Background: an optimization exercise with open tools, aiming at small area and few clock cycles per item. Do not read the settings as production practice. The flow treats the clock pin as an ideal source. Dropping or thinning the clock tree relies on that and would not hold on a real chip.

==> job 5776: inputs <==
Design ultrasonic_echo_ranger, start of the top module:
module ultrasonic_echo_ranger #(
  parameter int unsigned SAMPLES    = 5,
  parameter int unsigned WIDTH_BITS = 20
) (
  input  logic                              clk_i,
  input  logic                              rst_ni,
  input  logic [uer_pkg::IN_TDATA_W-1:0]    s_axis_tdata,
  input  logic                              s_axis_tvalid,
  output logic                              s_axis_tready,
  output logic [uer_pkg::OUT_TDATA_W-1:0]   m_axis_tdata,
  output logic                              m_axis_tvalid,
  input  logic                              m_axis_tready,
  input  logic                              cfg_we_i,
  input  logic [uer_pkg::CFG_IDX_W-1:0]     cfg_idx_i,
  input  logic [uer_pkg::CFG_DATA_W-1:0]    cfg_wdata_i
);
clock: 9.0 ns
lec_check: 0
cap_margin: 20
core_margin: 2
core_utilization: 65
place_density: 0.8
slew_margin: 20
standard.sh (not shown) runs the stock make flow with config.mk's settings and CLKGATE_MAP_FILE= SYNTH_SCRIPT=/design/flow/synth_recipe.tcl, a recipe that flattens the netlist after the stock synthesis.
==> flow/flow/run.sh <==
#!/bin/bash
# Layout flow:
#  1. the standard synthesis (standard.sh synth, unchanged);
#  2. an area re-mapping of its combinational logic with Yosys/ABC
#     (registers are black boxes, so they keep names and cell types);
#  3. standard ORFS floorplan and placement, with the smallest buffer cell
#     on every port;
#  4. a small clock tree of our own (flow/mycts.tcl): the smallest of a few
#     buffer arrangements whose clock pin slews stay well under the limit;
#  5. standard ORFS routing and finish.
# Each tool's full output goes to a log file here (and ORFS's per-step logs
# under orfs/logs/).
set -euo pipefail
R=orfs/results/${FLOW_PLATFORM}/ultrasonic_echo_ranger/base
PLAT_DIR=${FLOW_HOME}/platforms/${FLOW_PLATFORM}
LIB=${PLAT_DIR}/lib/sky130_fd_sc_hd__tt_025C_1v80.lib
ARGS=("BUFFER_PORTS_ARGS=-buffer_cell sky130_fd_sc_hd__buf_1")

bash standard.sh synth > synth_std.log 2>&1

cp $R/1_2_yosys.v synth_std.v
sed -e "s|@LIB@|$LIB|g" -e "s|@IN@|synth_std.v|" -e "s|@OUT@|synth_area.v|" \
    -e "s|@TOP@|$FLOW_TOP|" -e "s|@ABC@|flow/area.abc|" -e "s|@STAT@|synth_area_stat.txt|" \
    flow/resynth.ys.in > resynth.ys
yosys -s resynth.ys > resynth.log 2>&1
cp synth_area.v $R/1_2_yosys.v
rm -f $R/1_synth.odb $R/1_synth.sdc

bash standard.sh "${ARGS[@]}" place > place_std.log 2>&1

# Clock tree: arrangements in order of buffer area (leaves, leaf cell, root
# cell); the first whose worst clock pin slew is at most 0.115 ns is kept.
SLEW_LIMIT=0.115
mkdir -p cts_try
chosen=""
i=0
for cfg in "4 clkbuf_8 clkbuf_8" "8 clkbuf_4 clkbuf_4" "8 clkbuf_4 clkbuf_8" \
           "16 clkbuf_2 clkbuf_8" "4 clkbuf_16 clkbuf_16"; do
  set -- $cfg
  PLAT_DIR=$PLAT_DIR IN_ODB=$R/3_place.odb IN_SDC=$R/3_place.sdc \
    OUT_ODB=cts_try/$i.odb OUT_SDC=cts_try/$i.sdc NLEAF=$1 \
    LEAF_BUF=sky130_fd_sc_hd__$2 ROOT_BUF=sky130_fd_sc_hd__$3 \
    openroad -no_init -exit flow/mycts.tcl > mycts_$i.log 2>&1
  res=$(grep '^CTS_RESULT' mycts_$i.log | tail -1)
  echo "try $i ($cfg): $res" >> mycts_choice.log
  slew=$(echo "$res" | awk '{print $3}')
  if [[ -n "$slew" ]] && awk -v s="$slew" -v l="$SLEW_LIMIT" 'BEGIN{exit !(s <= l)}'; then
    chosen=$i
    break
  fi
  i=$((i + 1))
done
[[ -n "$chosen" ]] || chosen=$i
echo "chosen $chosen" >> mycts_choice.log
cp cts_try/$chosen.odb $R/4_1_cts.odb
cp cts_try/$chosen.odb $R/4_cts.odb
cp cts_try/$chosen.sdc $R/4_cts.sdc
rm -rf cts_try

bash standard.sh "${ARGS[@]}" finish > finish_std.log 2>&1
Other scripts of this flow, unchanged in this note and not shown: flow/flow/area.abc, flow/flow/mycts.tcl, flow/flow/resynth.ys.in
==> job 2266 (differences from job 5776) <==
CORE_UTILIZATION = 75   (was 65)
PLACE_DENSITY = 0.9   (was 0.8)
==> results.txt <==
Area after synthesis: job 5776 is larger than job 2266 (about 0.5%).
In job 5776 the die area is larger than in job 2266, by 15%.
Against job 2266, the synthesized cell count of job 5776 is larger by 0.68%.
Against job 2266, the final cell count of job 5776 is higher by 3.6%.
Job 2266 completed without violations. Job 5776 ran to the end with no violations.
==> figures <==
metric	job 5776	job 2266
Multi-input combinational gate total	275	276
Outcome	finished clean	finished clean
Origin of the critical flop-to-flop path	u_ctrl.phase_q[1]	valid_q
Share of layout cells above drive strength 1	3.56%	3.77%
Via count of the first global-routing pass	2978	3107
Share of cell area taken by multi-input logic gates	38.1%	38.3%
Instance count of the mapped netlist	444	441
Number of nets in the finished design	538	536
Final routed wirelength across all metal layers	7.23 mm	7.76 mm
Inverters	88	84
No functional check of the RTL was part of any run of this note. In every run of this note, the design's own scripts or RTL, not TritonCTS, make the clock network.

## afterwards: timing with drivers on the ports
No port has a modelled driver above. Below, the same layouts with a new extraction and two added sets of constraints.
Step 1: set_driving_cell puts a clkbuf_16 on clk_i and a buf_2 on each other input, an assumption about the parent block.
Step 2 also shifts input and output timing later by t, the mid clock arrival at the registers, as if the neighbouring blocks saw the same clock.
Slacks: ideal / step 1 / step 2; pairs: ideal / step 1.
run	t (ns)	slack for setup (ns)	worst setup path after step 2	latest minus earliest clock arrival (ns)	worst slew at a driven data input, ns
job 5776	0.443	1.888 / 1.892 / 1.450	input to register	0.009 / 0.009	0.03
job 2266	0.445	2.538 / 2.541 / 2.096	input to register	0.007 / 0.008	0.03
After both steps setup and hold are still met in every run listed. The setup slack of job 2266, which loses most, moves by +0.003 ns with the drivers and by -0.442 ns with both steps.
